What follows belongs to an exercise in optimizing a design on an open flow for small area; a production flow would make more cautious choices.
Where RTL was checked, it was by simulation tests only, not by an equivalence proof against the original.
Function not checked in run 6: the RTL went through the layout flow alone.
No activity file was given, so power comes from the tool's default toggle rates.

<file path="flow/design.v">
`timescale 1ns/1ps
module chan_cut #(
  parameter int unsigned Width = 1
) (
  input  logic             clk_i,
  input  logic             arst_n_i,
  input  logic             valid_i,
  input  logic [Width-1:0] data_i,
  input  logic             ready_i,
  output logic             main_valid_o,
  output logic             skid_valid_o,
  output logic [Width-1:0] data_o
);
  logic             main_valid_q;
  logic             skid_valid_q;
  logic [Width-1:0] main_q;
  logic [Width-1:0] skid_q;
  logic             main_load;
  assign main_load = ~main_valid_q | ready_i;
  assign main_valid_o = main_valid_q;
  assign skid_valid_o = skid_valid_q;
  assign data_o       = main_q;
  always_ff @(posedge clk_i or negedge arst_n_i) begin
    if (!arst_n_i) begin
      main_valid_q <= 1'b0;
      skid_valid_q <= 1'b0;
    end else if (main_load) begin
      main_valid_q <= skid_valid_q | valid_i;
      skid_valid_q <= 1'b0;
    end else if (valid_i) begin
      skid_valid_q <= 1'b1;
    end
  end
  always_ff @(posedge clk_i) begin
    if (main_load) begin
      main_q <= skid_valid_q ? skid_q : data_i;
    end
    if (!skid_valid_q) begin
      skid_q <= data_i;
    end
  end
endmodule
`timescale 1ns/1ps
`timescale 1ns/1ps
module addr_decoder #(
  parameter int unsigned NoRules = 4
) (
  input  logic [31:0]           addr_i,
  input  logic [NoRules*2-1:0]  map_idx_i,
  input  logic [NoRules*32-1:0] map_start_i,
  input  logic [NoRules*32-1:0] map_end_i,
  input  logic                  en_default_i,
  input  logic [1:0]            default_idx_i,
  output logic [1:0]            sel_o
);
  logic hit;
  always_comb begin
    hit = 1'b0;
    if (en_default_i) begin
      sel_o = default_idx_i;
    end else begin
      sel_o = 2'd3;
    end
    for (int r = 0; r < NoRules; r++) begin
      if (!hit &&
          (addr_i >= map_start_i[r*32 +: 32]) &&
          (addr_i <  map_end_i[r*32 +: 32])) begin
        hit   = 1'b1;
        sel_o = map_idx_i[r*2 +: 2];
      end
    end
  end
endmodule
`timescale 1ns/1ps
`timescale 1ns/1ps
module lite_demux #(
  parameter int unsigned NoLanes  = 3,
  parameter int unsigned MaxTrans = 4
) (
  input  logic                 clk_i,
  input  logic                 arst_n_i,
  input  logic [31:0]          aw_addr_i,
  input  logic                 aw_valid_i,
  output logic                 aw_ready_o,
  input  logic [31:0]          w_data_i,
  input  logic [3:0]           w_strb_i,
  input  logic                 w_valid_i,
  output logic                 w_ready_o,
  output logic [1:0]           b_resp_o,
  output logic                 b_valid_o,
  input  logic                 b_ready_i,
  input  logic [31:0]          ar_addr_i,
  input  logic                 ar_valid_i,
  output logic                 ar_ready_o,
  output logic [31:0]          r_data_o,
  output logic [1:0]           r_resp_o,
  output logic                 r_valid_o,
  input  logic                 r_ready_i,
  input  logic [1:0]           aw_sel_i,
  input  logic [1:0]           ar_sel_i,
  output logic [31:0]          m_aw_addr_o,
  output logic [NoLanes-1:0]   m_aw_valid_o,
  input  logic [NoLanes-1:0]   m_aw_ready_i,
  output logic [31:0]          m_w_data_o,
  output logic [3:0]           m_w_strb_o,
  output logic [NoLanes-1:0]   m_w_valid_o,
  input  logic [NoLanes-1:0]   m_w_ready_i,
  input  logic [NoLanes*2-1:0] m_b_resp_i,
  input  logic [NoLanes-1:0]   m_b_valid_i,
  output logic [NoLanes-1:0]   m_b_ready_o,
  output logic [31:0]          m_ar_addr_o,
  output logic [NoLanes-1:0]   m_ar_valid_o,
  input  logic [NoLanes-1:0]   m_ar_ready_i,
  input  logic [NoLanes*32-1:0] m_r_data_i,
  input  logic [NoLanes*2-1:0] m_r_resp_i,
  input  logic [NoLanes-1:0]   m_r_valid_i,
  output logic [NoLanes-1:0]   m_r_ready_o
);
  localparam int unsigned CntWidth = $clog2(MaxTrans + 1);
  localparam logic [CntWidth-1:0] MaxCnt = MaxTrans;
  logic [1:0]          w_tgt_q;
  logic [1:0]          r_tgt_q;
  logic [CntWidth-1:0] w_cnt_q;
  logic [CntWidth-1:0] r_cnt_q;
  logic w_free, r_free;
  logic w_go, r_go;
  logic w_err, r_err;
  logic b_pend, r_pend;
  logic aw_hs, ar_hs, b_hs, r_hs;
  logic w_lane_hs, ar_lane_hs;
  logic aw_main_v, aw_skid_v, w_main_v, w_skid_v, b_main_v, b_skid_v;
  logic ar_main_v, ar_skid_v, r_main_v, r_skid_v;
  logic [1:0]  b_resp_q;
  logic [1:0]  r_resp_q;
  assign w_err = (w_tgt_q >= NoLanes);
  assign r_err = (r_tgt_q >= NoLanes);
  assign b_pend = w_err & (w_cnt_q != '0);
  assign r_pend = r_err & (r_cnt_q != '0);
  assign w_free = (w_cnt_q == '0) || ((aw_sel_i == w_tgt_q) && (w_cnt_q != MaxCnt));
  assign r_free = (r_cnt_q == '0) || ((ar_sel_i == r_tgt_q) && (r_cnt_q != MaxCnt));
  assign w_go = w_free && aw_valid_i && w_valid_i;
  assign r_go = r_free && ar_valid_i;
  assign aw_hs = w_go & ~aw_skid_v & ~w_skid_v & ~b_pend;
  assign ar_hs = r_go & ~ar_skid_v & ~r_pend;
  assign aw_ready_o = aw_hs;
  assign w_ready_o  = aw_hs;
  assign ar_ready_o = ar_hs;
  assign w_lane_hs  = aw_hs & (aw_sel_i < NoLanes);
  assign ar_lane_hs = ar_hs & (ar_sel_i < NoLanes);
  assign b_valid_o = b_main_v | b_pend;
  assign r_valid_o = r_main_v | r_pend;
  assign b_resp_o  = b_resp_q | {2{w_err}};
  assign r_resp_o  = r_resp_q | {2{r_err}};
  assign b_hs = b_valid_o & b_ready_i;
  assign r_hs = r_valid_o & r_ready_i;
  logic aw_lane_ready, w_lane_ready, ar_lane_ready;
  always_comb begin
    aw_lane_ready = 1'b0;
    w_lane_ready  = 1'b0;
    ar_lane_ready = 1'b0;
    for (int l = 0; l < NoLanes; l++) begin
      aw_lane_ready |= m_aw_ready_i[l] & (w_tgt_q == l);
      w_lane_ready  |= m_w_ready_i[l]  & (w_tgt_q == l);
      ar_lane_ready |= m_ar_ready_i[l] & (r_tgt_q == l);
    end
  end
  always_comb begin
    for (int l = 0; l < NoLanes; l++) begin
      m_aw_valid_o[l] = aw_main_v & (w_tgt_q == l);
      m_w_valid_o[l]  = w_main_v  & (w_tgt_q == l);
      m_b_ready_o[l]  = ~(b_skid_v & (w_tgt_q == l));
      m_ar_valid_o[l] = ar_main_v & (r_tgt_q == l);
      m_r_ready_o[l]  = ~(r_skid_v & (r_tgt_q == l));
    end
  end
  logic [1:0]  b_in_resp;
  logic [33:0] r_in;
  always_comb begin
    b_in_resp = '0;
    r_in      = '0;
    for (int l = 0; l < NoLanes; l++) begin
      b_in_resp = b_in_resp | (m_b_resp_i[l*2 +: 2] & {2{m_b_valid_i[l]}});
      r_in      = r_in | ({m_r_data_i[l*32 +: 32], m_r_resp_i[l*2 +: 2]} & {34{m_r_valid_i[l]}});
    end
  end
  chan_cut #(.Width(32)) i_aw_cut (
    .clk_i, .arst_n_i,
    .valid_i      (w_lane_hs),
    .data_i       (aw_addr_i),
    .ready_i      (aw_lane_ready),
    .main_valid_o (aw_main_v),
    .skid_valid_o (aw_skid_v),
    .data_o       (m_aw_addr_o)
  );
  chan_cut #(.Width(36)) i_w_cut (
    .clk_i, .arst_n_i,
    .valid_i      (w_lane_hs),
    .data_i       ({w_data_i, w_strb_i}),
    .ready_i      (w_lane_ready),
    .main_valid_o (w_main_v),
    .skid_valid_o (w_skid_v),
    .data_o       ({m_w_data_o, m_w_strb_o})
  );
  chan_cut #(.Width(2)) i_b_cut (
    .clk_i, .arst_n_i,
    .valid_i      (|m_b_valid_i),
    .data_i       (b_in_resp),
    .ready_i      (b_ready_i),
    .main_valid_o (b_main_v),
    .skid_valid_o (b_skid_v),
    .data_o       (b_resp_q)
  );
  chan_cut #(.Width(32)) i_ar_cut (
    .clk_i, .arst_n_i,
    .valid_i      (ar_lane_hs),
    .data_i       (ar_addr_i),
    .ready_i      (ar_lane_ready),
    .main_valid_o (ar_main_v),
    .skid_valid_o (ar_skid_v),
    .data_o       (m_ar_addr_o)
  );
  chan_cut #(.Width(34)) i_r_cut (
    .clk_i, .arst_n_i,
    .valid_i      (|m_r_valid_i),
    .data_i       (r_in),
    .ready_i      (r_ready_i),
    .main_valid_o (r_main_v),
    .skid_valid_o (r_skid_v),
    .data_o       ({r_data_o, r_resp_q})
  );
  always_ff @(posedge clk_i or negedge arst_n_i) begin
    if (!arst_n_i) begin
      w_tgt_q <= '0;
      r_tgt_q <= '0;
      w_cnt_q <= '0;
      r_cnt_q <= '0;
    end else begin
      if (aw_hs) begin
        w_tgt_q <= aw_sel_i;
      end
      if (ar_hs) begin
        r_tgt_q <= ar_sel_i;
      end
      case ({aw_hs, b_hs})
        2'b10:   w_cnt_q <= w_cnt_q + 1'b1;
        2'b01:   w_cnt_q <= w_cnt_q - 1'b1;
        default: w_cnt_q <= w_cnt_q;
      endcase
      case ({ar_hs, r_hs})
        2'b10:   r_cnt_q <= r_cnt_q + 1'b1;
        2'b01:   r_cnt_q <= r_cnt_q - 1'b1;
        default: r_cnt_q <= r_cnt_q;
      endcase
    end
  end
endmodule
`timescale 1ns/1ps
module xbar_unmuxed (
  input  logic          clk_i,
  input  logic          arst_n_i,
  input  logic [63:0]   s_aw_addr,
  input  logic [1:0]    s_aw_valid,
  output logic [1:0]    s_aw_ready,
  input  logic [63:0]   s_w_data,
  input  logic [7:0]    s_w_strb,
  input  logic [1:0]    s_w_valid,
  output logic [1:0]    s_w_ready,
  output logic [3:0]    s_b_resp,
  output logic [1:0]    s_b_valid,
  input  logic [1:0]    s_b_ready,
  input  logic [63:0]   s_ar_addr,
  input  logic [1:0]    s_ar_valid,
  output logic [1:0]    s_ar_ready,
  output logic [63:0]   s_r_data,
  output logic [3:0]    s_r_resp,
  output logic [1:0]    s_r_valid,
  input  logic [1:0]    s_r_ready,
  output logic [191:0]  m_aw_addr,
  output logic [5:0]    m_aw_valid,
  input  logic [5:0]    m_aw_ready,
  output logic [191:0]  m_w_data,
  output logic [23:0]   m_w_strb,
  output logic [5:0]    m_w_valid,
  input  logic [5:0]    m_w_ready,
  input  logic [11:0]   m_b_resp,
  input  logic [5:0]    m_b_valid,
  output logic [5:0]    m_b_ready,
  output logic [191:0]  m_ar_addr,
  output logic [5:0]    m_ar_valid,
  input  logic [5:0]    m_ar_ready,
  input  logic [191:0]  m_r_data,
  input  logic [11:0]   m_r_resp,
  input  logic [5:0]    m_r_valid,
  output logic [5:0]    m_r_ready,
  input  logic [7:0]    map_idx_i,
  input  logic [127:0]  map_start_i,
  input  logic [127:0]  map_end_i,
  input  logic [1:0]    en_default_mst_i,
  input  logic [3:0]    default_mst_i
);
  localparam int unsigned NoSlv = 2;
  localparam int unsigned NoMst = 3;
  for (genvar i = 0; i < NoSlv; i++) begin : gen_slv_port
    localparam int unsigned NoLanes = (i == 0) ? 3 : 2;
    logic [1:0] aw_sel;
    logic [1:0] ar_sel;
    logic [NoLanes-1:0]    p_aw_valid, p_aw_ready, p_w_valid, p_w_ready;
    logic [NoLanes-1:0]    p_b_valid, p_b_ready;
    logic [NoLanes-1:0]    p_ar_valid, p_ar_ready, p_r_valid, p_r_ready;
    logic [NoLanes*2-1:0]  p_b_resp, p_r_resp;
    logic [NoLanes*32-1:0] p_r_data;
    logic [31:0]           p_aw_addr, p_w_data, p_ar_addr;
    logic [3:0]            p_w_strb;
    addr_decoder i_aw_dec (
      .addr_i        (s_aw_addr[i*32 +: 32]),
      .map_idx_i     (map_idx_i),
      .map_start_i   (map_start_i),
      .map_end_i     (map_end_i),
      .en_default_i  (en_default_mst_i[i]),
      .default_idx_i (default_mst_i[i*2 +: 2]),
      .sel_o         (aw_sel)
    );
    addr_decoder i_ar_dec (
      .addr_i        (s_ar_addr[i*32 +: 32]),
      .map_idx_i     (map_idx_i),
      .map_start_i   (map_start_i),
      .map_end_i     (map_end_i),
      .en_default_i  (en_default_mst_i[i]),
      .default_idx_i (default_mst_i[i*2 +: 2]),
      .sel_o         (ar_sel)
    );
    lite_demux #(.NoLanes(NoLanes)) i_demux (
      .clk_i         (clk_i),
      .arst_n_i      (arst_n_i),
      .aw_addr_i     (s_aw_addr[i*32 +: 32]),
      .aw_valid_i    (s_aw_valid[i]),
      .aw_ready_o    (s_aw_ready[i]),
      .w_data_i      (s_w_data[i*32 +: 32]),
      .w_strb_i      (s_w_strb[i*4 +: 4]),
      .w_valid_i     (s_w_valid[i]),
      .w_ready_o     (s_w_ready[i]),
      .b_resp_o      (s_b_resp[i*2 +: 2]),
      .b_valid_o     (s_b_valid[i]),
      .b_ready_i     (s_b_ready[i]),
      .ar_addr_i     (s_ar_addr[i*32 +: 32]),
      .ar_valid_i    (s_ar_valid[i]),
      .ar_ready_o    (s_ar_ready[i]),
      .r_data_o      (s_r_data[i*32 +: 32]),
      .r_resp_o      (s_r_resp[i*2 +: 2]),
      .r_valid_o     (s_r_valid[i]),
      .r_ready_i     (s_r_ready[i]),
      .aw_sel_i      (aw_sel),
      .ar_sel_i      (ar_sel),
      .m_aw_addr_o   (p_aw_addr),
      .m_aw_valid_o  (p_aw_valid),
      .m_aw_ready_i  (p_aw_ready),
      .m_w_data_o    (p_w_data),
      .m_w_strb_o    (p_w_strb),
      .m_w_valid_o   (p_w_valid),
      .m_w_ready_i   (p_w_ready),
      .m_b_resp_i    (p_b_resp),
      .m_b_valid_i   (p_b_valid),
      .m_b_ready_o   (p_b_ready),
      .m_ar_addr_o   (p_ar_addr),
      .m_ar_valid_o  (p_ar_valid),
      .m_ar_ready_i  (p_ar_ready),
      .m_r_data_i    (p_r_data),
      .m_r_resp_i    (p_r_resp),
      .m_r_valid_i   (p_r_valid),
      .m_r_ready_o   (p_r_ready)
    );
    for (genvar j = 0; j < NoMst; j++) begin : gen_cross_mst
      localparam int unsigned K = j*NoSlv + i;
      if (j < NoLanes) begin : gen_connected
        assign m_aw_addr[K*32 +: 32] = p_aw_addr;
        assign m_aw_valid[K]         = p_aw_valid[j];
        assign p_aw_ready[j]         = m_aw_ready[K];
        assign m_w_data[K*32 +: 32]  = p_w_data;
        assign m_w_strb[K*4 +: 4]    = p_w_strb;
        assign m_w_valid[K]          = p_w_valid[j];
        assign p_w_ready[j]          = m_w_ready[K];
        assign p_b_resp[j*2 +: 2]    = m_b_resp[K*2 +: 2];
        assign p_b_valid[j]          = m_b_valid[K];
        assign m_b_ready[K]          = p_b_ready[j];
        assign m_ar_addr[K*32 +: 32] = p_ar_addr;
        assign m_ar_valid[K]         = p_ar_valid[j];
        assign p_ar_ready[j]         = m_ar_ready[K];
        assign p_r_data[j*32 +: 32]  = m_r_data[K*32 +: 32];
        assign p_r_resp[j*2 +: 2]    = m_r_resp[K*2 +: 2];
        assign p_r_valid[j]          = m_r_valid[K];
        assign m_r_ready[K]          = p_r_ready[j];
      end else begin : gen_disconnected
        assign m_aw_addr[K*32 +: 32] = '0;
        assign m_aw_valid[K]         = 1'b0;
        assign m_w_data[K*32 +: 32]  = '0;
        assign m_w_strb[K*4 +: 4]    = '0;
        assign m_w_valid[K]          = 1'b0;
        assign m_b_ready[K]          = 1'b0;
        assign m_ar_addr[K*32 +: 32] = '0;
        assign m_ar_valid[K]         = 1'b0;
        assign m_r_ready[K]          = 1'b0;
      end
    end
  end
endmodule
</file>
<file path="flow/run.sh">
#!/bin/bash
# synth_recipe.tcl (not shown) runs the flow's synth.tcl, then flattens the netlist and writes it again
# the make line also repeats each setting of config.mk as NAME=value (left out here)
make -C /OpenROAD-flow-scripts/flow DESIGN_CONFIG=/design/flow/config.mk WORK_HOME=/design/flow/orfs CLKGATE_MAP_FILE= SYNTH_SCRIPT=/design/flow/synth_recipe.tcl finish
</file>
<file path="flow/config.mk">
export PLATFORM = sky130hd
export DESIGN_NAME = xbar_unmuxed
export DESIGN_NICKNAME = xbar_unmuxed
export VERILOG_FILES = /design/flow/design.v
export SDC_FILE = /design/flow/constraint.sdc
export NUM_CORES = 4
export LEC_CHECK = 0
export CAP_MARGIN = 20
export CORE_AREA = 5 5 535 535
export DIE_AREA = 0 0 540 540
export SLEW_MARGIN = 20
</file>
<file path="flow/constraint.sdc">
create_clock -name core_clock -period 12.0 [get_ports {clk_i}]
set_input_delay 2.4000 -clock core_clock [delete_from_list [all_inputs] [get_ports {clk_i}]]
set_output_delay 2.4000 -clock core_clock [all_outputs]
set_load 0.01 [all_outputs]
</file>
==> flow_metrics.py, run 1 <==
metrics = {
    "clock_tree": {
        "clk_root_buffer_cell": "clkbuf_16",
        "h-tree-depth": 3,
        "cts_sinks": 584,
        "clkLatencyLatePin_ns": 0.81,
        "cts_hold_buf": 0,
        "cts_resized": 0,
        "numCtsBuffers": 78,
        "cts_buffer_depth": 4,
        "post_cts.repair.setup_buffers": 0,
        "path_clk_slew_ns": 0.05,
        "cts_tree": "done",
    },
    "global_route": {
        "grt_pass1_wl_um": 382000,
        "grt_usage": 0.193,
        "grt_max_degree": 72,
        "grt.overflow.total": 0,
        "antenna_found_initial": 132,
        "first_global_vias": 41300,
    },
    "timing": {
        "worst_pin_slew_ns": 1.25,
        "finalCritPeriodShare": 0.928,
        "fin_ws_ns": 0.870,
        "slew_viol_final": 0,
        "fin_tns_setup_ns": 0,
        "setup_violations": 0,
        "hold_viol_final": 0,
        "rsz0062_at_grt": "no",
        "whs_ns": 0.459,
        "relSlewSlack": 0.165,
        "fmax_ghz": 0.0898,
        "period_needed_ns": 11.13,
        "clock-skew-final_ns": 0.0995,
    },
    "critical_path": {
        "crit_fanout": 4,
        "cp-end-kind": "output pin",
        "path_class": "primary input to output pin",
        "startpoint_type": "primary input",
        "cp.arrival_ns": 8.73,
        "required_ns": 9.60,
    },
    "layout": {
        "area_growth_pct": 39.3,
        "drive_gt1_frac": 0.0956,
        "nets": 7396,
        "fill_cells": 29900,
    },
    "route": {
        "drt_pass1_iterations": 6,
        "wl_um": 295000,
        "dr.max_layer_used": "met5",
        "route.met2.wl_um": 135000,
        "drc_errors": 0,
        "wire_per_inst_um": 31.1,
        "vias": 41700,
        "vias_per_cell": 4.40,
        "drtAntennaViolNets": 0,
        "wl_met1_um": 120000,
        "drt_iter0_markers": 3303,
        "met3WireLength_um": 24600,
    },
    "logic_synthesis": {
        "avgSynthCellArea_um2": 10.2,
        "netlist_area_mm2": 0.0463,
        "synthMuxAreaShare": 0.0602,
        "synthAdderAreaFrac": 0.275,
        "ys_types": 79,
        "synth-edff-count": 272,
        "yosys.area_share.simple": 0.0838,
        "yosysTopAreaCellShare": 0.273,
        "synthCells": 4551,
        "yosys.area.top_type": "ha_1",
        "synth_ff_type": "edfxtp_1",
        "synth_top_family_by_area": "adder cells",
        "async_flop_share": 0.0685,
        "ys_warn_count": 7,
        "synth_most_common_cell": "ha_1",
        "synthTopCellsByArea": "ha_1, edfxtp_1, dfxtp_1",
        "yosys-top-cells-count": "ha_1, buf_4, inv_1",
        "synth_compound_area_frac": 0.153,
        "synth-seq-cells": 584,
        "ys_seq_area_frac": 0.316,
        "yosys.area_share.xor_xnor": 0.00284,
    },
    "die": {
        "die_h_um": 540,
        "io_pins": 1440,
        "rows": 194,
        "start_util": 0.166,
        "coreArea_mm2": 0.280,
        "die_area_mm2": 0.292,
        "die_w_um": 540,
    },
    "power_and_ir_drop": {
        "seqPwrFrac": 0.333,
        "power_leakage_nw": 28.3,
        "p_clk_frac": 0.280,
        "peakVddDrop_mv": 0.0943,
        "swShare": 0.370,
        "p_comb_frac": 0.387,
        "p_int_mw": 5.44,
        "power_mw": 8.64,
        "p_per_area_mw_per_mm2": 134,
        "power_switching_mw": 3.20,
    },
    "place": {
        "gp_congestion": 0.961,
        "pre_cts_ws_ns": 0.857,
        "io_buffers": 1293,
        "post-dp-hpwl_um": 249000,
    },
    "flow_run": {
        "maxCapViolCount": 0,
    },
    "run_status": {
        "status": "finished clean",
    },
    "min_path": {
        "hold_class": "register to register",
    },
}
==> critical path, cell delays in order <==
cell	delay, ns
clkdlybuf4s50_1	0.49
inv_1	0.20
ha_1	0.37
nand3_1	0.10
nor3_1	0.69
nand3_1	0.52
a21oi_1	0.74
nor4bb_2	0.28
or4_4	0.61
and3_1	0.21
or4_1	0.52
nand3_1	0.26
or4b_1	0.50
nand2_1	0.21
clkdlybuf4s50_1	0.60
==> layout by cell type (no fill, tap or decap), types with 16 or more instances in the layout <==
master / netlist / final
a221oi_1: 16 / 16
nand3_1: 54 / 54
conb_1: 1 / 105
a22oi_1: 37 / 37
nand4_1: 147 / 147
mux2i_1: 50 / 50
nor2b_1: 36 / 36
inv_1: 331 / 331
nand2b_1: 47 / 45
a21o_1: 266 / 266
ha_1: 1012 / 1012
clkbuf_16: 0 / 79
or2_2: 19 / 19
dfrtp_1: 40 / 32
nor2_1: 107 / 107
and2_1: 21 / 21
o21a_1: 30 / 30
a21oi_1: 280 / 280
and3_1: 16 / 16
o211ai_1: 34 / 34
edfxtp_1: 272 / 272
diode_2: 0 / 47
buf_4: 479 / 166
nand2_1: 175 / 175
and4_1: 24 / 24
nor3_1: 49 / 49
a222oi_1: 36 / 36
mux2_2: 203 / 203
clkdlybuf4s50_1: 0 / 1289
a211oi_1: 44 / 44
dfxtp_1: 272 / 272
o21ai_0: 191 / 185
==> state kept, by name, summed over array words and instances, names as in the netlist, 4 cells and up <==
signal and count:
gen_slv_port.i_demux.r_cnt_q 6, gen_slv_port.i_demux.i_aw_cut.main_q 64, gen_slv_port.i_demux.i_w_cut.main_q 72, gen_slv_port.i_demux.r_tgt_q 4, gen_slv_port.i_demux.i_ar_cut.main_q 64, gen_slv_port.i_demux.w_tgt_q 4, gen_slv_port.i_demux.i_w_cut.skid_q 72, gen_slv_port.i_demux.i_ar_cut.skid_q 64
gen_slv_port.i_demux.i_r_cut.skid_q 68, gen_slv_port.i_demux.i_b_cut.skid_q 4, gen_slv_port.i_demux.i_aw_cut.skid_q 64, gen_slv_port.i_demux.i_r_cut.main_q 68, gen_slv_port.i_demux.i_b_cut.main_q 4, gen_slv_port.i_demux.w_cnt_q 6
==> power by group through the flow <==
stage	registers, mW	clock network, mW	logic, mW
after floorplan	2.78	0	1.60
after global placement	2.92	0	3.33
after detailed placement	2.92	0	3.38
after CTS	2.89	2.51	3.39
after global routing	2.92	2.58	3.58
final	2.88	2.42	3.34
==> final timing paths <==
check | from | to | slack [ns] | depth (start not counted)
worst max-delay path | map_end_i[94] | s_aw_ready[0] | 0.87 | 15
worst min-delay path | gen_slv_port[0].i_demux.i_r_cut.skid_q[15]$_DFF_P_ | gen_slv_port[0].i_demux.i_r_cut.skid_q[15]$_DFF_P_ | 0.46 | 2
worst max register to register | gen_slv_port[0].i_demux.w_tgt_q[0]$_DFFE_PN0P_ | gen_slv_port[0].i_demux.w_cnt_q[2]$_DFFE_PN0P_ | 8.28 | 12
worst min register to register | gen_slv_port[0].i_demux.i_r_cut.skid_q[15]$_DFF_P_ | gen_slv_port[0].i_demux.i_r_cut.skid_q[15]$_DFF_P_ | 0.46 | 2
max in group asynchronous | arst_n_i | gen_slv_port[0].i_demux.i_ar_cut.skid_valid_q$_DFFE_PN0P_ | 9.70 | 2
min in group asynchronous | arst_n_i | gen_slv_port[0].i_demux.i_b_cut.main_valid_q$_DFFE_PN0N_ | 1.69 | 2
==> area by class of cell <==
type,count,area (µm²),share of cell area
antenna,47,118,0.00182
inverter,332,1250,0.0193
clock buffer,96,2110,0.0327
tap,3724,4660,0.0722
multi-input combinational,3196,27100,0.420
sequential,584,14600,0.227
clock inverter,43,469,0.00727
timing repair buffer,1460,14200,0.220
==> metal layers <==
layer / up-vias / GRT usage
met5: - / 0
li1: 18700 / -
met4: 76 / 0.0841
met1: 20300 / 0.235
met3: 461 / 0.0522
met2: 2173 / 0.318
==> logic make-up after synthesis <==
| logic type | count (synthesis) |
|---|---|
| compound gates | 1071 |
| fa+ha+maj | 1016 |
| buf+inv | 875 |
| simple gates | 736 |
| flops | 584 |
| mux | 253 |
| xor+xnor | 15 |
| other cells | 1 |
==> through the flow <==
stage,util,cell area (µm²),cells
final,0.231,64500,9482
after global routing,0.231,64500,9460
after CTS,0.230,64400,9434
after detailed placement,0.221,61800,9295
after global placement,0.221,61800,9293
after floorplan,-,46700,4655
==> inputs of run 2 (changes only) <==
--- a/flow/design.v
+++ b/flow/design.v
@@ -55,2 +55,10 @@
 );
+  function automatic logic less(input logic [31:0] a, input logic [31:0] b);
+    logic c;
+    c = 1'b0;
+    for (int k = 0; k < 32; k++) begin
+      c = (~a[k] & b[k]) | (c & (~a[k] | b[k]));
+    end
+    less = c;
+  endfunction
   logic hit;
@@ -65,4 +73,4 @@
       if (!hit &&
-          (addr_i >= map_start_i[r*32 +: 32]) &&
-          (addr_i <  map_end_i[r*32 +: 32])) begin
+          !less(addr_i, map_start_i[r*32 +: 32]) &&
+          less(addr_i, map_end_i[r*32 +: 32])) begin
         hit   = 1'b1;
==> flow_metrics.py, run 2 <==
metrics = {
    "layout": {
        "area_growth_pct": 44.4,
        "final_cell_mix": "clkdlybuf4s50_1, nand2_1, inv_1, o21ai_0",
        "reg_top3": "gen_slv_port.i_demux.i_w_cut.main_q x72, gen_slv_port.i_demux.i_w_cut.skid_q x72",
        "final_common_cell": "clkdlybuf4s50_1",
        "nets": 6306,
        "drive_gt1_frac": 0.0828,
        "fill_cells": 31100,
    },
    "timing": {
        "worst_pin_slew_ns": 1.37,
        "whs_ns": 0.456,
        "rsz0062_at_grt": "no",
        "period_needed_ns": 11.25,
        "setup_violations": 0,
        "finalCritPeriodShare": 0.938,
        "fmax_ghz": 0.0889,
        "relSlewSlack": 0.0876,
        "slew_viol_final": 0,
        "fin_tns_setup_ns": 0,
        "clock-skew-final_ns": 0.0581,
        "hold_viol_final": 0,
    },
    "die": {
        "coreArea_mm2": 0.280,
        "io_pins": 1440,
        "start_util": 0.143,
        "rows": 194,
        "die_h_um": 540,
        "die_area_mm2": 0.292,
        "die_w_um": 540,
    },
    "global_route": {
        "grt_pass1_wl_um": 412000,
        "grt_max_degree": 72,
        "grt_usage": 0.209,
        "first_global_vias": 40100,
        "grt.overflow.total": 0,
        "antenna_found_initial": 223,
    },
    "place": {
        "io_buffers": 1293,
        "post-dp-hpwl_um": 274000,
        "gp_congestion": 1.03,
    },
    "route": {
        "wl_um": 324000,
        "drt_iter0_markers": 7031,
        "wire_per_inst_um": 34.3,
        "vias_per_cell": 4.67,
        "drtAntennaViolNets": 0,
        "vias": 44100,
        "drt_pass1_iterations": 9,
        "drc_errors": 0,
    },
    "critical_path": {
        "r2r-end": "gen_slv_port[0].i_demux.w_cnt_q[2]$_DFFE_PN0P_",
        "worstPathBufferInverterCount": 6,
        "r2r-start": "gen_slv_port[0].i_demux.i_w_cut.skid_valid_q$_DFFE_PN0P_",
        "cpLargestDelayFamily": "compound AO/OA/AOI/OAI gates",
        "cp-end-kind": "output pin",
        "path_class": "primary input to output pin",
        "critical-path-max-stage-delay_ns": 1.20,
        "crit_chain": "clkdlybuf4s50_1 -> inv_2 -> o221ai_1 -> a2111oi_2 -> nand3_1 -> a31oi_1 -> nor3_1 -> o311ai_1 -> buf_4 -> inv_1 -> nor4b_2 -> a311o_1 -> a21o_1 -> nand3_1 -> inv_1 -> clkdlybuf4s50_1",
        "cp.arrival_ns": 8.85,
        "crit_fanout": 12,
        "r2r_cells": 11,
        "required_ns": 9.60,
        "startpoint_type": "primary input",
        "ff2ff_setup_slack_ns": 8.75,
        "slowest_stage": "a2111oi_2",
    },
    "clock_tree": {
        "cts_sinks": 584,
        "cts_tree": "done",
        "path_clk_slew_ns": 0.06,
        "cts_buffer_depth": 3,
        "cts_hold_buf": 0,
        "cts_resized": 0,
        "clk_root_buffer_cell": "clkbuf_16",
        "h-tree-depth": 3,
        "numCtsBuffers": 71,
        "clkLatencyLatePin_ns": 0.71,
        "post_cts.repair.setup_buffers": 0,
    },
    "logic_synthesis": {
        "ys_types": 92,
        "ys_warn_count": 7,
        "synth-seq-cells": 584,
        "synth_ff_type": "edfxtp_1",
        "synth_most_common_cell": "buf_4",
        "synthCells": 4604,
        "netlist_area_mm2": 0.0401,
        "ys_seq_area_frac": 0.365,
        "yosys.area.top_type": "edfxtp_1",
        "yosys-top-cells-count": "buf_4, nand2_1, inv_1",
        "synthTopCellsByArea": "edfxtp_1, dfxtp_1, buf_4",
        "synth-edff-count": 272,
        "avgSynthCellArea_um2": 8.70,
        "yosysTopAreaCellShare": 0.204,
        "async_flop_share": 0.0685,
    },
    "power_and_ir_drop": {
        "p_per_area_mw_per_mm2": 163,
        "peakVddDrop_mv": 0.101,
        "power_mw": 9.43,
        "power_leakage_nw": 20.8,
    },
    "min_path": {
        "hold_path_startpoint": "gen_slv_port[0].i_demux.i_r_cut.skid_q[19]$_DFF_P_",
        "hold_end": "gen_slv_port[0].i_demux.i_r_cut.skid_q[19]$_DFF_P_",
        "hold_class": "register to register",
        "min_path_cells": 2,
    },
    "run_status": {
        "status": "finished clean",
    },
    "flow_run": {
        "maxCapViolCount": 0,
    },
}
## run 2: worst max path at each step
stage | start | endpoint | slack (ns) | depth (start not counted)
after detailed placement | s_aw_addr[7] | s_w_ready[0] | 0.79 | 15
after global placement | s_ar_addr[34] | s_ar_ready[1] | 0.88 | 15
after global routing | s_aw_addr[32] | s_aw_ready[1] | 0.46 | 15
after CTS | s_aw_addr[7] | s_w_ready[0] | 0.80 | 15
after floorplan | s_ar_addr[44] | s_ar_ready[1] | 3.84 | 15
final | s_ar_addr[19] | s_ar_ready[0] | 0.75 | 16
## run 2: cell type report
type | count | area, µm² | area share
Clock inverter | 48 | 571 | 0.00987
Inverter | 406 | 1530 | 0.0264
Antenna cell | 77 | 193 | 0.00333
Timing Repair Buffer | 1498 | 14500 | 0.250
Sequential cell | 584 | 14600 | 0.253
Clock buffer | 84 | 1860 | 0.0321
Tap cell | 3724 | 4660 | 0.0806
Multi-Input combinational cell | 3009 | 19900 | 0.345
## run 2: worst reg2reg max path: stages (launching register included)
cell and delay (ns):
dfrtp_2 0.38, buf_4 0.32, nor3_1 0.50, o21ai_0 0.35, or4bb_1 0.59, o311a_1 0.17, ha_1 0.23, inv_1 0.07
fa_1 0.17, xor2_1 0.14, nor2_1 0.06, xor2_1 0.14
## run 2: power by group
group	internal [mW]	switching, mW
sequential	2.66	0.546
clock	1.25	1.02
combinational	1.77	2.18
total	5.69	3.74
## run 2: layer usage
metal / wire length [µm] / vias to the layer above / GRT usage
li1: - / 18400 / -
met1: 129000 / 21500 / 0.262
met2: 138000 / 3309 / 0.318
met3: 43600 / 676 / 0.0950
met4: 12600 / 152 / 0.0697
met5: 1000 / - / 0
## run 2: logic make-up after synthesis
family,after synthesis,share of synthesized area
flip-flops,584,0.365
adder cells (fa/ha/maj),278,0.0708
AO/OA/AOI/OAI,1340,0.234
multiplexers,132,0.0355
XOR/XNOR,19,0.00415
buffers and inverters,1115,0.150
AND/OR/NAND/NOR,1135,0.141
other,1,0.0000936
## run 2: through the flow
stage | worst slack (ns) | util | instances | instance area [µm²]
finish | 0.747 | 0.207 | 9430 | 57800
global placement | 0.876 | 0.197 | 9221 | 55200
floorplan | 3.84 | - | 4708 | 40400
CTS | 0.797 | 0.206 | 9353 | 57600
detailed placement | 0.794 | 0.197 | 9221 | 55200
global route | 0.465 | 0.206 | 9381 | 57700
==> inputs of run 3 (changes only) <==
==> flow/flow/run.sh (new file) <==
#!/bin/bash
# The standard layout, with the port buffers made of the smallest buffer
# cell instead of the one buffer_ports picks by default. Every input and
# output port still gets its own buffer.
set -euo pipefail
bash standard.sh "BUFFER_PORTS_ARGS=-buffer_cell sky130_fd_sc_hd__buf_1" finish > standard.log 2>&1
==> flow/standard.sh (new file) <==
#!/bin/bash
# synth_recipe.tcl (not shown) runs the flow's synth.tcl, then flattens the netlist and writes it again
# the make line also repeats each setting of config.mk as NAME=value (left out here)
make -C /OpenROAD-flow-scripts/flow DESIGN_CONFIG=/design/flow/config.mk WORK_HOME=/design/flow/orfs CLKGATE_MAP_FILE= SYNTH_SCRIPT=/design/flow/synth_recipe.tcl "${@:-finish}"
removed: flow/run.sh
==> flow_metrics.py, run 3 <==
metrics = {
    "timing": {
        "period_needed_ns": 10.75,
        "worst_pin_slew_ns": 1.30,
        "hold_viol_final": 0,
        "fin_tns_setup_ns": 0,
        "setup_violations": 0,
        "finalCritPeriodShare": 0.896,
        "rsz0062_at_grt": "no",
        "fmax_ghz": 0.0930,
        "clock-skew-final_ns": 0.0523,
        "slew_viol_final": 0,
        "fin_ws_ns": 1.25,
        "relSlewSlack": 0.129,
    },
    "place": {
        "placed_cell_area_mm2": 0.0466,
        "pre_cts_ws_ns": 1.32,
        "gp_congestion": 1.06,
        "io_buffers": 1293,
        "post-dp-hpwl_um": 270000,
    },
    "logic_synthesis": {
        "yosys.area.top_type": "edfxtp_1",
        "yosysTopAreaCellShare": 0.204,
        "netlist_area_mm2": 0.0401,
        "ys_types": 92,
        "ys_seq_area_frac": 0.365,
        "synthTopCellsByArea": "edfxtp_1, dfxtp_1, buf_4",
        "synth-edff-count": 272,
        "ys_warn_count": 7,
        "synth_ff_type": "edfxtp_1",
        "synth_most_common_cell": "buf_4",
        "synthCells": 4604,
        "yosys-top-cells-count": "buf_4, nand2_1, inv_1",
        "async_flop_share": 0.0685,
        "synth-seq-cells": 584,
        "avgSynthCellArea_um2": 8.70,
    },
    "clock_tree": {
        "cts_hold_buf": 0,
        "clk_root_buffer_cell": "clkbuf_16",
        "numCtsBuffers": 72,
        "h-tree-depth": 3,
        "post_cts.repair.setup_buffers": 0,
        "clkLatencyLatePin_ns": 0.72,
        "cts_resized": 0,
        "cts_sinks": 584,
        "cts_tree": "done",
        "path_clk_slew_ns": 0.06,
        "cts_buffer_depth": 3,
    },
    "layout": {
        "final_cell_mix": "buf_1, nand2_1, inv_1, o21ai_0",
        "reg_top3": "gen_slv_port.i_demux.i_w_cut.main_q x72, gen_slv_port.i_demux.i_w_cut.skid_q x72",
        "area_growth_pct": 23.4,
        "stdcell_area_mm2": 0.0494,
        "nets": 6231,
        "final_core_util": 0.177,
        "final_common_cell": "buf_1",
        "drive_gt1_frac": 0.0711,
    },
    "route": {
        "vias": 43900,
        "drt_iter0_markers": 7199,
        "drc_errors": 0,
        "vias_per_cell": 4.68,
        "wire_per_inst_um": 34.0,
        "drt_pass1_iterations": 8,
        "drtAntennaViolNets": 0,
        "wl_um": 319000,
    },
    "die": {
        "die_area_mm2": 0.292,
        "io_pins": 1440,
        "rows": 194,
        "start_util": 0.143,
        "die_w_um": 540,
        "coreArea_mm2": 0.280,
        "die_h_um": 540,
    },
    "critical_path": {
        "cp-end-kind": "output pin",
        "path_class": "primary input to output pin",
        "cp.arrival_ns": 8.35,
        "critical-path-max-stage-delay_ns": 0.95,
        "cpMostUsedCell": "a31oi_1",
        "startpoint_type": "primary input",
        "crit_fanout": 10,
        "slowest_stage": "o41ai_2",
        "crit_chain": "buf_1 -> clkinv_1 -> nand2_1 -> a31oi_1 -> o21ai_0 -> a31oi_1 -> o41ai_2 -> a31oi_1 -> a2111oi_0 -> a22oi_1 -> buf_4 -> mux2i_1 -> a21oi_1 -> inv_1 -> buf_1",
        "required_ns": 9.60,
    },
    "global_route": {
        "grt_pass1_wl_um": 404000,
        "grt_usage": 0.206,
        "grt_max_degree": 69,
        "first_global_vias": 39200,
        "antenna_found_initial": 257,
        "grt.overflow.total": 0,
    },
    "power_and_ir_drop": {
        "p_per_area_mw_per_mm2": 173,
        "peakVddDrop_mv": 0.0926,
        "power_mw": 8.56,
        "power_leakage_nw": 17.0,
    },
    "flow_run": {
        "maxCapViolCount": 0,
    },
    "min_path": {
        "hold_class": "register to register",
    },
    "run_status": {
        "status": "finished clean",
    },
}
## run 3: cell counts after synthesis
Identical to the previous run, type by type.
## run 3: final timing paths
| kind | endpoint | cells past startpoint | slack [ns] | start |
|---|---|---|---|---|
| min | gen_slv_port[0].i_demux.i_r_cut.skid_q[20]$_DFF_P_ | 2 | 0.46 | gen_slv_port[0].i_demux.i_r_cut.skid_q[20]$_DFF_P_ |
| max | s_w_ready[1] | 15 | 1.25 | s_aw_addr[41] |
| max reg2reg | gen_slv_port[0].i_demux.w_cnt_q[2]$_DFFE_PN0P_ | 11 | 8.77 | gen_slv_port[0].i_demux.i_w_cut.skid_valid_q$_DFFE_PN0P_ |
| min in group asynchronous | gen_slv_port[1].i_demux.w_cnt_q[1]$_DFFE_PN0P_ | 2 | 1.83 | arst_n_i |
| max in group asynchronous | gen_slv_port[0].i_demux.i_ar_cut.skid_valid_q$_DFFE_PN0P_ | 2 | 9.60 | arst_n_i |
| min reg2reg | gen_slv_port[0].i_demux.i_r_cut.skid_q[20]$_DFF_P_ | 2 | 0.46 | gen_slv_port[0].i_demux.i_r_cut.skid_q[20]$_DFF_P_ |
## run 3: cell type report
class / instances / area [µm²]
inverter: 406 / 1530
tap: 3724 / 4660
antenna: 97 / 243
sequential: 584 / 14600
clock buffer: 89 / 1910
multi-input combinational: 3009 / 20000
clock inverter: 45 / 666
fill: 32000 / 230000
timing repair buffer: 1422 / 5820
## run 3: critical path: cells and delay by family
family	cells	cell delay, ns
mux	1	0.15
compound gates	8	3.87
buf+inv	5	1.69
simple gates	1	0.20
## run 3: report_power, final
part / total, mW / switching, mW / internal (mW)
logic: 2.99 / 2.18 / 0.810
registers: 3.19 / 0.530 / 2.66
clock network: 2.38 / 1.03 / 1.34
total: 8.56 / 3.75 / 4.82
## run 3: logic make-up (layout without fill, tap and decap cells)
| group | after synthesis | in the layout | synth area share |
|---|---|---|---|
| multiplexers | 132 | 132 | 0.0355 |
| other | 1 | 202 | 0.0000936 |
| flip-flops | 584 | 584 | 0.365 |
| XOR/XNOR | 19 | 19 | 0.00415 |
| buffers and inverters | 1115 | 1962 | 0.150 |
| adder cells (fa/ha/maj) | 278 | 278 | 0.0708 |
| AO/OA/AOI/OAI | 1340 | 1340 | 0.234 |
| AND/OR/NAND/NOR | 1135 | 1135 | 0.141 |
## run 3: metrics by stage
step,hold slack [ns],instances
global placement,0.445,9143
global route,0.480,9320
finish,0.462,9376
CTS,0.462,9278
floorplan,0.427,4708
detailed placement,0.454,9144
## run 3: per-layer routing
metal	wire length, µm	track usage	up-vias
met5	1180	0	-
met4	13000	0.0745	170
met3	47400	0.103	746
met2	134000	0.306	3467
met1	123000	0.254	21200
li1	-	-	18300
==> inputs of run 4 (changes only) <==
--- a/flow/config.mk
+++ b/flow/config.mk
@@ -8,4 +8,4 @@
 export CAP_MARGIN = 20
-export CORE_AREA = 5 5 535 535
-export DIE_AREA = 0 0 540 540
+export CORE_AREA = 5 5 345 345
+export DIE_AREA = 0 0 350 350
 export SLEW_MARGIN = 20
==> flow_metrics.py, run 4 <==
metrics = {
    "logic_synthesis": {
        "yosys.area.top_type": "edfxtp_1",
        "synth-seq-cells": 584,
        "yosysTopAreaCellShare": 0.204,
        "ys_types": 92,
        "synth_most_common_cell": "buf_4",
        "async_flop_share": 0.0685,
        "ys_seq_area_frac": 0.365,
        "netlist_area_mm2": 0.0401,
        "yosys-top-cells-count": "buf_4, nand2_1, inv_1",
        "synthCells": 4604,
        "synth_ff_type": "edfxtp_1",
        "synth-edff-count": 272,
        "synthTopCellsByArea": "edfxtp_1, dfxtp_1, buf_4",
        "ys_warn_count": 7,
        "avgSynthCellArea_um2": 8.70,
    },
    "run_status": {
        "status": "aborted with a tool error",
        "failing_step": "3_2_place_iop",
        "tool.error": "[ERROR PPL-0024] Number of IO pins (1440) exceeds maximum number of available positions (1264). Increase the die perimeter from 1400.00um to 1958.40um.",
    },
    "die": {
        "die_w_um": 350,
        "die_h_um": 350,
        "start_util": 0.349,
        "rows": 124,
    },
}
[run 4: cell counts after synthesis]
No cell type changed its count.
[run 4: cell families after synthesis]
logic type	share of synthesized area
compound gates	0.234
simple gates	0.141
buf+inv	0.150
flops	0.365
fa+ha+maj	0.0708
mux	0.0355
xor+xnor	0.00415
other cells	0.0000936
==> inputs of run 5 (changes only) <==
--- a/flow/config.mk
+++ b/flow/config.mk
@@ -8,4 +8,7 @@
 export CAP_MARGIN = 20
-export CORE_AREA = 5 5 345 345
-export DIE_AREA = 0 0 350 350
+export CORE_AREA = 5 5 535 535
+export CTS_BUF_LIST = sky130_fd_sc_hd__clkbuf_8
+export CTS_CLUSTER_DIAMETER = 50
+export CTS_CLUSTER_SIZE = 12
+export DIE_AREA = 0 0 540 540
 export SLEW_MARGIN = 20
==> flow_metrics.py, run 5 <==
metrics = {
    "clock_tree": {
        "post_cts.repair.setup_buffers": 0,
        "cts_sinks": 584,
        "cts_tree": "done",
        "path_clk_slew_ns": 0.08,
        "clkLatencyLatePin_ns": 0.80,
        "h-tree-depth": 3,
        "numCtsBuffers": 79,
        "cts_buffer_depth": 3,
        "cts_resized": 0,
        "cts_hold_buf": 0,
        "clk_root_buffer_cell": "clkbuf_8",
    },
    "die": {
        "coreArea_mm2": 0.280,
        "io_pins": 1440,
        "rows": 194,
        "start_util": 0.143,
        "die_w_um": 540,
        "die_area_mm2": 0.292,
        "die_h_um": 540,
    },
    "route": {
        "drc_errors": 0,
        "wire_per_inst_um": 34.0,
        "wl_um": 319000,
        "drtAntennaViolNets": 0,
        "vias": 44000,
        "vias_per_cell": 4.69,
        "drt_pass1_iterations": 8,
        "drt_iter0_markers": 6883,
    },
    "logic_synthesis": {
        "ys_seq_area_frac": 0.365,
        "synth_most_common_cell": "buf_4",
        "avgSynthCellArea_um2": 8.70,
        "synth-edff-count": 272,
        "synthTopCellsByArea": "edfxtp_1, dfxtp_1, buf_4",
        "synth-seq-cells": 584,
        "async_flop_share": 0.0685,
        "yosys-top-cells-count": "buf_4, nand2_1, inv_1",
        "ys_warn_count": 7,
        "netlist_area_mm2": 0.0401,
        "yosys.area.top_type": "edfxtp_1",
        "ys_types": 92,
        "synthCells": 4604,
        "synth_ff_type": "edfxtp_1",
        "yosysTopAreaCellShare": 0.204,
    },
    "layout": {
        "final_cell_mix": "buf_1, nand2_1, inv_1, o21ai_0",
        "nets": 6238,
        "area_growth_pct": 21.2,
        "drive_gt1_frac": 0.0730,
        "reg_top3": "gen_slv_port.i_demux.i_w_cut.main_q x72, gen_slv_port.i_demux.i_w_cut.skid_q x72",
        "final_common_cell": "buf_1",
        "stdcell_area_mm2": 0.0485,
    },
    "global_route": {
        "grt_pass1_wl_um": 404000,
        "first_global_vias": 39200,
        "grt.overflow.total": 0,
        "grt_usage": 0.205,
        "antenna_found_initial": 255,
        "grt_max_degree": 69,
    },
    "power_and_ir_drop": {
        "p_per_area_mw_per_mm2": 163,
        "power_mw": 7.89,
        "power_leakage_nw": 16.7,
        "peakVddDrop_mv": 0.0993,
    },
    "critical_path": {
        "crit_chain": "buf_1 -> inv_1 -> maj3_1 -> a221oi_1 -> o221ai_1 -> and3_1 -> o31ai_1 -> o21ai_0 -> nand4_1 -> o21ai_0 -> o22ai_1 -> xor2_1 -> or2_1 -> o311ai_1 -> buf_4 -> buf_1",
        "required_ns": 9.60,
        "cp-end-kind": "output pin",
        "path_class": "primary input to output pin",
        "slowest_stage": "o22ai_1",
        "cp.arrival_ns": 8.27,
        "critical-path-max-stage-delay_ns": 0.67,
        "worstPathBufferInverterCount": 4,
        "cpLargestDelayFamily": "compound AO/OA/AOI/OAI gates",
        "crit_fanout": 12,
        "startpoint_type": "primary input",
    },
    "timing": {
        "relSlewSlack": 0.170,
        "finalCritPeriodShare": 0.889,
        "clock-skew-final_ns": 0.0506,
        "fin_tns_setup_ns": 0,
        "worst_pin_slew_ns": 1.23,
        "period_needed_ns": 10.67,
        "rsz0062_at_grt": "no",
        "fmax_ghz": 0.0937,
        "hold_viol_final": 0,
        "setup_violations": 0,
        "slew_viol_final": 0,
    },
    "place": {
        "io_buffers": 1293,
        "post-dp-hpwl_um": 270000,
        "gp_congestion": 1.06,
        "placed_cell_area_mm2": 0.0466,
    },
    "min_path": {
        "hold_class": "register to register",
    },
    "run_status": {
        "status": "finished clean",
    },
    "flow_run": {
        "maxCapViolCount": 0,
    },
}
-- run 5: worst min-delay path, cell delays in order, from the launching register on --
cell and delay, ns:
dfxtp_1 0.30, inv_1 0.04, mux2i_1 0.07
-- run 5: power breakdown --
group	total [mW]	leakage (nW)	switching, mW	internal, mW
clock network	1.70	0.925	0.952	0.752
logic	3.00	10.2	2.19	0.810
registers	3.19	5.54	0.533	2.66
-- run 5: worst paths after layout --
check	startpoint	endpoint	slack, ns	depth (start not counted)
hold / removal	gen_slv_port[0].i_demux.i_r_cut.skid_q[7]$_DFF_P_	gen_slv_port[0].i_demux.i_r_cut.skid_q[7]$_DFF_P_	0.47	2
min in group asynchronous	arst_n_i	gen_slv_port[1].i_demux.i_b_cut.skid_valid_q$_DFFE_PN0P_	1.75	2
setup reg to reg	gen_slv_port[0].i_demux.i_w_cut.skid_valid_q$_DFFE_PN0P_	gen_slv_port[0].i_demux.w_cnt_q[2]$_DFFE_PN0P_	8.76	11
max in group asynchronous	arst_n_i	gen_slv_port[0].i_demux.i_ar_cut.skid_valid_q$_DFFE_PN0P_	9.71	2
setup / recovery	s_aw_addr[3]	s_w_ready[0]	1.33	16
hold reg to reg	gen_slv_port[0].i_demux.i_r_cut.skid_q[7]$_DFF_P_	gen_slv_port[0].i_demux.i_r_cut.skid_q[7]$_DFF_P_	0.47	2
-- run 5: area by class of cell --
| class | instances | area [µm²] |
|---|---|---|
| well taps | 3724 | 4660 |
| flip-flops and latches | 584 | 14600 |
| repair buffers | 1422 | 5820 |
| diodes | 96 | 240 |
| inverters | 406 | 1530 |
| multi-input cells | 3009 | 20000 |
| clock buffers | 81 | 1110 |
| fillers | 32100 | 231000 |
| clock inverters | 62 | 569 |
-- run 5: metrics by stage --
step	utilization	setup slack (ns)	hold slack (ns)	cells
after global placement	0.167	1.36	0.445	9143
after detailed placement	0.167	1.32	0.454	9144
after global routing	0.173	1.03	0.486	9328
after CTS	0.173	1.32	0.466	9287
after floorplan	-	3.84	0.427	4708
final	0.174	1.33	0.465	9384
-- run 5: kinds of logic after synthesis --
| logic type | synth area share |
|---|---|
| mux | 0.0355 |
| simple gates | 0.141 |
| buf+inv | 0.150 |
| other cells | 0.0000936 |
| xor+xnor | 0.00415 |
| fa+ha+maj | 0.0708 |
| flops | 0.365 |
| compound gates | 0.234 |
-- run 5: layer usage --
layer	track usage	up-vias	share of wire	wire, µm
met5	0	-	0.0039	1230
met4	0.0732	172	0.040	12800
li1	-	18300	-	-
met2	0.306	3463	0.42	134000
met3	0.101	715	0.15	46900
met1	0.255	21300	0.39	123000
==> inputs of run 6 (changes only) <==
--- a/flow/design.v
+++ b/flow/design.v
@@ -44,2 +44,22 @@
 `timescale 1ns/1ps
+module borrow_step (
+  input  logic na_i,
+  input  logic b_i,
+  input  logic c_i,
+  output logic c_o
+);
+  assign c_o = (na_i & b_i) | (c_i & (na_i | b_i));
+endmodule
+module less_than (
+  input  logic [31:0] na_i,   
+  input  logic [31:0] b_i,
+  output logic        lt_o
+);
+  logic [32:0] c;
+  assign c[0] = 1'b0;
+  for (genvar k = 0; k < 32; k++) begin : gen_bit
+    borrow_step i_step (.na_i(na_i[k]), .b_i(b_i[k]), .c_i(c[k]), .c_o(c[k+1]));
+  end
+  assign lt_o = c[32];
+endmodule
 module addr_decoder #(
@@ -55,10 +75,10 @@
 );
-  function automatic logic less(input logic [31:0] a, input logic [31:0] b);
-    logic c;
-    c = 1'b0;
-    for (int k = 0; k < 32; k++) begin
-      c = (~a[k] & b[k]) | (c & (~a[k] | b[k]));
-    end
-    less = c;
-  endfunction
+  logic [31:0]        addr_n;
+  logic [NoRules-1:0] below_start;
+  logic [NoRules-1:0] below_end;
+  assign addr_n = ~addr_i;
+  for (genvar r = 0; r < NoRules; r++) begin : gen_rule
+    less_than i_lt_start (.na_i(addr_n), .b_i(map_start_i[r*32 +: 32]), .lt_o(below_start[r]));
+    less_than i_lt_end   (.na_i(addr_n), .b_i(map_end_i[r*32 +: 32]),   .lt_o(below_end[r]));
+  end
   logic hit;
@@ -72,5 +92,3 @@
     for (int r = 0; r < NoRules; r++) begin
-      if (!hit &&
-          !less(addr_i, map_start_i[r*32 +: 32]) &&
-          less(addr_i, map_end_i[r*32 +: 32])) begin
+      if (!hit && !below_start[r] && below_end[r]) begin
         hit   = 1'b1;
==> flow/run.sh (new file) <==
#!/bin/bash
# synth_recipe.tcl (not shown) runs the flow's synth.tcl, then flattens the netlist and writes it again
# the make line also repeats each setting of config.mk as NAME=value (left out here)
make -C /OpenROAD-flow-scripts/flow DESIGN_CONFIG=/design/flow/config.mk WORK_HOME=/design/flow/orfs CLKGATE_MAP_FILE= SYNTH_SCRIPT=/design/flow/synth_recipe.tcl finish
--- a/flow/config.mk
+++ b/flow/config.mk
@@ -9,6 +9,5 @@
 export CORE_AREA = 5 5 535 535
-export CTS_BUF_LIST = sky130_fd_sc_hd__clkbuf_8
-export CTS_CLUSTER_DIAMETER = 50
-export CTS_CLUSTER_SIZE = 12
 export DIE_AREA = 0 0 540 540
 export SLEW_MARGIN = 20
+export SYNTH_HIERARCHICAL = 1
+export SYNTH_MINIMUM_KEEP_SIZE = 0
removed: flow/flow/run.sh
removed: flow/standard.sh
==> flow_metrics.py, run 6 <==
metrics = {
    "run_status": {
        "status": "finished with violations",
        "violations": "setup timing",
    },
    "clock_tree": {
        "numCtsBuffers": 80,
        "clk_root_buffer_cell": "clkbuf_16",
        "cts_sinks": 584,
        "cts_buffer_depth": 4,
        "cts_tree": "done",
        "path_clk_slew_ns": 0.06,
        "cts_hold_buf": 0,
        "h-tree-depth": 3,
        "clkLatencyLatePin_ns": 0.77,
    },
    "die": {
        "start_util": 0.133,
        "rows": 194,
        "coreArea_mm2": 0.280,
        "io_pins": 1440,
        "die_area_mm2": 0.292,
        "die_w_um": 540,
        "die_h_um": 540,
    },
    "logic_synthesis": {
        "synth_most_common_cell": "maj3_2",
        "synthCells": 2904,
        "synth-edff-count": 272,
        "ys_warn_count": 13,
        "yosysTopAreaCellShare": 0.310,
        "avgSynthCellArea_um2": 12.8,
        "synthTopCellsByArea": "maj3_2, edfxtp_1, dfxtp_1",
        "ys_seq_area_frac": 0.392,
        "netlist_area_mm2": 0.0372,
        "ys_types": 60,
        "yosys-top-cells-count": "maj3_2, buf_4, dfxtp_1, edfxtp_1, mux2_4",
        "yosys.area.top_type": "maj3_2",
        "synth_ff_type": "edfxtp_1",
        "synth-seq-cells": 584,
        "async_flop_share": 0.0685,
    },
    "critical_path": {
        "cp.arrival_ns": 14.66,
        "startpoint_type": "primary input",
        "critical-path-max-stage-delay_ns": 0.38,
        "required_ns": 9.60,
        "ff2ff_setup_slack_ns": 9.08,
        "cpMostUsedCell": "maj3_2",
        "cp-end-kind": "output pin",
        "slowest_stage": "maj3_2",
        "crit_fanout": 3,
        "path_class": "primary input to output pin",
    },
    "global_route": {
        "grt_pass1_wl_um": 291000,
        "grt_usage": 0.147,
        "antenna_found_initial": 132,
        "first_global_vias": 30600,
        "grt_max_degree": 41,
        "grt.overflow.total": 0,
    },
    "layout": {
        "area_growth_pct": 55.2,
        "reg_top3": "gen_slv_port.i_demux.i_w_cut.main_q x72, gen_slv_port.i_demux.i_w_cut.skid_q x72",
        "drive_gt1_frac": 0.450,
        "final_common_cell": "clkdlybuf4s50_1",
        "final_core_util": 0.207,
        "final_cell_mix": "clkdlybuf4s50_1, maj3_2, buf_4, edfxtp_1, dfxtp_1",
        "nets": 5038,
    },
    "timing": {
        "rsz0062_at_grt": "yes",
        "slew_viol_final": 0,
        "period_needed_ns": 17.06,
        "fmax_ghz": 0.0586,
        "clock-skew-final_ns": 0.0713,
        "finalCritPeriodShare": 1.42,
        "fin_ws_ns": -5.06,
        "hold_viol_final": 0,
        "relSlewSlack": 0.276,
        "setup_violations": 38,
        "whs_ns": 0.468,
        "worst_pin_slew_ns": 1.09,
    },
    "power_and_ir_drop": {
        "swShare": 0.338,
        "p_per_area_mw_per_mm2": 143,
        "p_comb_frac": 0.374,
        "power_mw": 8.29,
        "power_leakage_nw": 21.4,
        "power_switching_mw": 2.80,
        "seqPwrFrac": 0.342,
        "p_clk_frac": 0.284,
        "p_int_mw": 5.49,
        "peakVddDrop_mv": 0.0919,
    },
    "route": {
        "drc_errors": 0,
        "wl_met1_um": 82900,
        "wl_um": 224000,
        "drt_iter0_markers": 1803,
        "vias": 28600,
        "drtAntennaViolNets": 0,
        "route.met2.wl_um": 110000,
        "vias_per_cell": 3.51,
        "drt_pass1_iterations": 6,
        "met3WireLength_um": 20800,
        "dr.max_layer_used": "met5",
        "wire_per_inst_um": 27.5,
    },
    "place": {
        "io_buffers": 1293,
        "gp_congestion": 0.896,
        "post-dp-hpwl_um": 195000,
    },
    "flow_run": {
        "maxCapViolCount": 0,
    },
    "min_path": {
        "hold_class": "register to register",
    },
}
## run 6: changes by cell type after synthesis, moves of 193 or more
cell and change:
maj3_1 -267, o21ai_0 -298, inv_1 -193, mux2_4 +236
nand2_1 -369, maj3_2 +1021
## run 6: path summary, 6_finish.rpt
kind	from	end	cells past startpoint
hold / removal	gen_slv_port[0].i_demux.i_aw_cut.skid_q[28]$_DFF_P_	gen_slv_port[0].i_demux.i_aw_cut.skid_q[28]$_DFF_P_	1
setup / recovery	map_end_i[64]	s_aw_ready[1]	43
min in group asynchronous	arst_n_i	gen_slv_port[1].i_demux.i_ar_cut.main_valid_q$_DFFE_PN0P_	2
max in group asynchronous	arst_n_i	gen_slv_port[0].i_demux.i_ar_cut.skid_valid_q$_DFFE_PN0P_	2
hold reg to reg	gen_slv_port[0].i_demux.i_aw_cut.skid_q[28]$_DFF_P_	gen_slv_port[0].i_demux.i_aw_cut.skid_q[28]$_DFF_P_	1
setup reg to reg	gen_slv_port[1].i_demux.i_w_cut.skid_valid_q$_DFFE_PN0P_	gen_slv_port[1].i_demux.w_cnt_q[1]$_DFFE_PN0P_	8
## run 6: logic make-up (layout without fill, tap and decap cells)
kind of cell | Yosys count | count (layout) | synth area share
adder cells (fa/ha/maj) | 1032 | 1032 | 0.313
buffers and inverters | 642 | 1996 | 0.118
flip-flops | 584 | 584 | 0.392
multiplexers | 298 | 298 | 0.113
AND/OR/NAND/NOR | 176 | 176 | 0.0265
AO/OA/AOI/OAI | 123 | 123 | 0.0296
other | 33 | 181 | 0.00333
XOR/XNOR | 16 | 16 | 0.00376
## run 6: per-stage QoR
step / TNS [ns] / std cells / setup slack [ns] / cell area (µm²)
3_5_place_dp: -151.20 / 7917 / -6.32 / 54600
4_1_cts: -95.64 / 8079 / -5.11 / 57500
3_3_place_gp: -149.75 / 7917 / -6.40 / 54600
6_report: -99.61 / 8130 / -5.06 / 57800
5_1_grt: -107.25 / 8107 / -5.29 / 57700
2_1_floorplan: -80.42 / 3008 / -3.96 / 37900
## run 6: final cells by class
class	count	area [µm²]
Multi-Input combinational cell	1782	19100
Antenna cell	44	110
Sequential cell	584	14600
Inverter	178	689
Clock inverter	44	405
Tap cell	3724	4660
Clock buffer	98	2110
Timing Repair Buffer	1676	16100
Fill cell	30100	222000
## run 6: power by group through the flow
stage	Sequential (mW)	Clock (mW)	Combinational (mW)
5_1_grt	2.87	2.53	3.26
2_1_floorplan	2.76	0	1.50
3_5_place_dp	2.87	0	3.04
4_1_cts	2.84	2.46	3.12
3_3_place_gp	2.87	0	3.02
6_report	2.84	2.35	3.10
## run 6: critical path, delay by kind of cell
kind            cells  cell delay, ns
fa+ha+maj          32           10.32
compound gates      4            0.83
buf+inv             4            0.55
simple gates        2            0.33
xor+xnor            1            0.17
## run 6: metal layers
metal	up-vias	global-route usage
met5	-	0
met4	100	0.0557
met3	356	0.0583
met2	1288	0.257
met1	13900	0.159
li1	12900	-
## run 6: timing repair
item | CTS | global route
pin swaps | 668 | 96
gates resized for setup | 146 | 20
setup buffers | 23 | 7
gates cloned | 0 | 0
setup endpoints to repair | 38 | 38
## run 6: per-module statistics from Yosys, one instance, submodules excluded, a selection
module        cell area [µm²]  cells  flip-flops and latches  copies in the design
xbar_unmuxed             3040    406                       0                     1
addr_decoder              282     54                       0                     4
borrow_step              11.3      1                       0                  1024
less_than                3.75      1                       0                    32

-- re-timing with driven ports --
The flow's constraints put no driver on any port. The routed layouts listed below were extracted and timed again, unchanged, in two steps. Step 1 sets driving cells, clkbuf_16 on the clock port and buf_2 on the other inputs (assumed; they add their load-dependent delay and slew). Step 2 moves the port delays by t, midway between the first and last clock arrival at a register: inputs arrive t later, outputs are due t later. That takes back most of the time a late clock gives input paths. Three values: no drivers, after step 1, after step 2; two values: the first two.
| run | shift t [ns] | setup slack, ns | worst setup path at the end | latest minus earliest clock arrival (ns) | cell pins on the clock port's net |
|---|---|---|---|---|---|
| run 1 | 0.872 | 0.870 / 0.747 / 0.747 | input to output | 0.101 / 0.102 | 1 |
| run 2 | 0.743 | 0.747 / 0.655 / 0.655 | input to output | 0.060 / 0.060 | 1 |
| run 3 | 0.751 | 1.252 / 1.064 / 1.064 | input to output | 0.066 / 0.066 | 1 |
| run 5 | 0.840 | 1.330 / 1.204 / 1.204 | input to output | 0.087 / 0.087 | 1 |
| run 6 | 0.836 | -5.058 / -5.104 / -5.104 | input to output | 0.086 / 0.086 | 1 |
The setup slack of run 3, which loses most, moves by -0.188 ns with the drivers and by -0.188 ns with both steps.
